Background: an optimization exercise with open tools, aiming at small area, a short achievable clock period and few clock cycles per item. Do not read the settings as production practice.
Where RTL was checked, it was by simulation tests only, not by an equivalence proof against the original.
Power figures rest on the tool's default switching activity, not on a simulated workload.

nickel:
Design breakpoint_address_table_unit, start of the top module:
module breakpoint_address_table_unit (
   input  logic                   clock,
   input  logic                   reset,
   input  logic                   req_valid,
   output logic                   req_ready,
   input  logic [1:0]             req_operation,
   input  logic [bat_pkg::ADDR_W-1:0]      req_address,
   output logic                   rsp_valid,
   input  logic                   rsp_ready,
   output logic                   rsp_success,
   output logic [bat_pkg::COUNT_OUT_W-1:0] rsp_entry_count
);
   logic                            req_fire;
   logic                            res_valid;
   logic                            res_success;
   logic [bat_pkg::COUNT_OUT_W-1:0] res_count;
   bat_ctrl u_ctrl (
      .clock           (clock),
      .reset           (reset),
      .req_valid       (req_valid),
      .req_ready       (req_ready),
      .req_fire        (req_fire),
      .res_valid       (res_valid),
      .res_success     (res_success),
      .res_count       (res_count),
      .rsp_valid       (rsp_valid),
      .rsp_ready       (rsp_ready),
      .rsp_success     (rsp_success),
  ...
clock: 6.0 ns
lec_check: 0
cap_margin: 20
core_margin: 2
core_utilization: 40
slew_margin: 20
run.sh (not shown) runs the stock make flow with config.mk's settings and CLKGATE_MAP_FILE= SYNTH_SCRIPT=/design/flow/synth_recipe.tcl, a recipe that flattens the netlist after the stock synthesis.
nickel: full flow OK, the timing, design-rule and antenna checks passed
Testbench counts of nickel, summed over its fixed seeds: cycles 6,008, items 6,000.
Changes in tundra relative to nickel:
Settings: SETUP_SLACK_MARGIN: unset -> 4.0; ABC_CLOCK_PERIOD_IN_PS: unset -> 2000.
tundra | stages: all done | timing, DRC, antenna: all pass. tundra ended up with dfxtp_4 as its slowest library cell on the worst path; nickel ended up with nor4_1. Flip-flop and latch count after synthesis came out exactly the same in nickel and tundra. Cell area after placement across nickel and tundra: no real change. Compared with nickel, tundra shows a higher core utilization. Of tundra and nickel, it is tundra that has the lower final period demand of the worst path. Compare nickel and tundra | wire length lower: nickel. Lower wire length on met3 was reported by nickel, not tundra. tundra ended up with a higher setup slack than nickel did. Internal reg-to-reg setup slack, nickel and tundra: larger value in tundra. From nickel to tundra the numbers moved as follows: count of multi-input gates went up 3, global routing usage on met1 went up 2.2 points. Detailed-routing wirelength on met1 of tundra exceeds that of nickel by a little under 10%.
## Diff of input files: cedar against tundra
Settings: SETUP_SLACK_MARGIN: 4.0 -> 3.5; ABC_CLOCK_PERIOD_IN_PS: 2000 -> unset.
==> summary.txt <==
Worst slew margin relative to its limit: cedar better than tundra. Summary: with tundra as the reference, cell-internal power in cedar moved down by a few percent. Compared with tundra, in cedar post-cts repair resize count lower, worst-path maximum fanout increased by 13 relative to the old numbers, shortest period the worst path allows +99 ps. Across both runs, fraction of power consumed by combinational cells was lower for cedar than for tundra. cedar: worst setup slack is 99 ps lower than what tundra reported. Average cell area after synthesis: tundra vs cedar identical. For tundra, the source of the critical timing path was u_ctrl.qv_ff[1], unlike cedar, where it was req_address[17].

breakpoint_address_table_unit, a different RTL version from the one above (not shown whole).
For scale: about 1,700 cells after synthesis, about 46 I/O pins, ~26,000 sq um of cells after synthesis.
clock: 6.0 ns
lec_check: 0
cap_margin: 20
core_margin: 2
core_utilization: 65
cts_buf_list: sky130_fd_sc_hd__clkbuf_16
cts_cluster_diameter: 100
cts_cluster_size: 30
setup_slack_margin: 3.8
slew_margin: 20
standard.sh (not shown) runs the stock make flow with config.mk's settings and CLKGATE_MAP_FILE= SYNTH_SCRIPT=/design/flow/synth_recipe.tcl, a recipe that flattens the netlist after the stock synthesis.
==> flow/flow/run.sh <==
#!/bin/bash
set -euo pipefail
bash standard.sh "BUFFER_PORTS_ARGS=-buffer_cell sky130_fd_sc_hd__buf_2" finish > make_finish.log 2>&1
==> next run, changes <==
==> flow/run.sh (new file) <==
#!/bin/bash
# synth_recipe.tcl (not shown) runs the flow's synth.tcl, then flattens the netlist and writes it again
# the make line also repeats each setting of config.mk as NAME=value (left out here)
make -C /OpenROAD-flow-scripts/flow DESIGN_CONFIG=/design/flow/config.mk WORK_HOME=/design/flow/orfs CLKGATE_MAP_FILE= SYNTH_SCRIPT=/design/flow/synth_recipe.tcl finish
removed: flow/flow/run.sh
removed: flow/standard.sh
The changed run ran to the end with no violations.
Power is about the same.
Global-route usage goes up by 0.57 points.
Count of clock-buffer cells in the layout stays the same.
Die area is unchanged.
Fmax goes down by 6.0%.
No functional check of the RTL was part of any run of this note.

Setup of harbor:
breakpoint_address_table_unit, a different RTL version from the one above (not shown whole).
For scale: roughly 550 flip-flops, about 46 I/O pins.
clock: 6.0 ns
lec_check: 0
cap_margin: 20
core_margin: 2
core_utilization: 40
setup_slack_margin: 3.7
slew_margin: 20
run.sh (not shown) runs the stock make flow with config.mk's settings and CLKGATE_MAP_FILE= SYNTH_SCRIPT=/design/flow/synth_recipe.tcl, a recipe that flattens the netlist after the stock synthesis.
Stock flow here: none of the scripts above is used.
Edits applied to the flow inputs when going from harbor to garnet:
- a change of CORE_UTILIZATION from 40 to 65
- an added CTS_BUF_LIST of sky130_fd_sc_hd__clkbuf_4 sky130_fd_sc_hd__clkbuf_8
[summary]
- garnet vs harbor on count of H-tree levels built during CTS: garnet is the higher one.
- garnet gives less maximum net fanout on the critical path than harbor did.
- The height of the die reported for garnet is smaller than that of harbor by about 20%.
- In the tables for garnet and harbor, met1 layer usage reported by global route reads higher with garnet.
- garnet vs harbor, final instance area went down by 3.1%.
No functional check of the RTL was part of any run of this note.

== build 32 ==
breakpoint_address_table_unit, a different RTL version from the one above (not shown whole).
For scale: about 1,800 cells after synthesis, ~660 flip-flops, about 46 I/O pins.
Settings: LEC_CHECK=0, CAP_MARGIN=20, CORE_MARGIN=2, CORE_UTILIZATION=65, CTS_BUF_LIST=sky130_fd_sc_hd__clkbuf_16, CTS_CLUSTER_DIAMETER=90, CTS_CLUSTER_SIZE=27, SETUP_SLACK_MARGIN=3.75, SLEW_MARGIN=20; clock period 6.0 ns.
standard.sh (not shown) runs the stock make flow with config.mk's settings and CLKGATE_MAP_FILE= SYNTH_SCRIPT=/design/flow/synth_recipe.tcl, a recipe that flattens the netlist after the stock synthesis.
==> flow/flow/run.sh <==
#!/bin/bash
set -euo pipefail
bash standard.sh "BUFFER_PORTS_ARGS=-buffer_cell sky130_fd_sc_hd__buf_2" finish > make_finish.log 2>&1
Testbench counts of build 32, summed over its fixed seeds: cycles 6,012, items 6,000.
--- input diff build 32..build 97 ---
Settings: changing CTS_CLUSTER_SIZE from 27 to 30; changing CTS_CLUSTER_DIAMETER from 90 to 100.
Results
Via count of the first global-routing pass across build 32 and build 97: no real change. Of build 32 and build 97, the lower internal portion of total power belongs to build 97. Delta (build 97 minus build 32): pin count of the biggest net entering global routing essentially unchanged; area of all placed cells without fillers has remained practically unchanged; worst setup slack increased 4.9 ps; critical path's largest stage delay fell 50 ps; length of routed met3 wiring decreased by 230 microns relative to the old numbers. Build 97 against build 32; number of gates resized after CTS is up by a few percent. Total wire length: build 97 vs build 32 — no meaningful difference. ~same via count in build 32 and build 97.
Here is what was changed in the inputs of build 73 compared with build 97.
Settings: CTS_CLUSTER_SIZE now 24, was 30; CTS_CLUSTER_DIAMETER now 80, was 100.
- Going from build 97 to build 73, the arrival time of data at the critical path endpoint was found to have gone down by 30 ps.
- Build 73 consumes more power than build 97 does.
- Build 73 against build 97; cell area is up slightly.
- Between build 73 and build 97, the combinational power figures differ only marginally.
- Worst IR drop on VDD was higher in build 73 than in build 97.
- Clock tree skew after final layout ends up lower on build 73.
Input changes introduced in build 47 (baseline for comparison: build 73):
Settings: CTS_CLUSTER_SIZE: 24 -> 30; SETUP_SLACK_MARGIN: 3.75 -> 3.7; CTS_CLUSTER_DIAMETER: 80 -> 100.
## What came out
Per the final summary, build 47 finished and its layout is clean on timing, DRC and antenna. Build 73: all stages complete, timing, DRC and antenna checks passed. Of the two values seen for termination of the worst setup path, rsp_entry_count[0] was produced by build 73 and u_datapath.eq_ff[8]$_DFF_P_ by build 47. Looking only at via count, and setting everything else aside, the higher value of build 73 and build 47 goes to build 73. Build 47 vs build 73, worst setup path startpoint: u_datapath.key0_ff[29]$_DFF_P_ vs u_ctrl.o_ff[0]$_DFF_P_. In the metrics for build 73 and build 47, the one carrying the lower worst hold slack is build 73. Build 47 reports a lower proportion of cell area spent on the clock network than build 73 does. Delta (build 47 minus build 73): final clock period utilization by the worst path saw an increase; wire length of the first global-routing pass fell by about 0.46%; number of nets in the layout went down by 0.62%; switching power as a share of total power has remained practically unchanged; synthesized cell count shows no meaningful change.

-- separate check: timing with driven ports --
How much do the figures lean on ideal ports? The routed layouts below were timed once more, with nothing changed but the port constraints.
Step 1 sets driving cells, clkbuf_16 on the clock port and buf_2 on the other inputs (assumed; they add their load-dependent delay and slew).
Step 2 times the ports against the registers' clock, not the clock port: input delays grow and output delays shrink by t, the midpoint of the rising clock arrivals with the driver on.
Slacks: ideal / step 1 / step 2; pairs: ideal / step 1.
run	t (ns)	setup WS [ns]	worst setup path after step 2	worst register clock-pin slew, ns	cell pins on the clock port's net
nickel	0.658	2.587 / 2.603 / 1.958	input to register	0.06 / 0.06	1
tundra	0.676	3.561 / 3.495 / 3.146	input to register	0.06 / 0.06	1
cedar	0.677	3.462 / 3.471 / 2.818	input to register	0.06 / 0.06	1
the first run of note 2	0.651	3.676 / 3.673 / 3.287	input to register	0.12 / 0.12	1
the second run of note 2	0.651	3.528 / 3.528 / 3.300	input to register	0.12 / 0.12	1
harbor	0.660	2.752 / 2.687 / 2.027	input to register	0.07 / 0.07	1
garnet	0.685	2.728 / 2.641 / 1.956	input to register	0.07 / 0.07	1
build 32	0.674	3.723 / 3.669 / 3.280	input to register	0.11 / 0.11	1
build 97	0.662	3.728 / 3.673 / 3.271	input to register	0.12 / 0.12	1
build 73	0.643	3.765 / 3.707 / 3.284	input to register	0.10 / 0.10	1
build 47	0.657	3.679 / 3.665 / 3.223	input to register	0.12 / 0.12	1
After both steps every run listed still meets setup and hold. For garnet, which loses most, drivers alone change the setup slack by -0.087 ns; drivers and shift together by -0.772 ns.
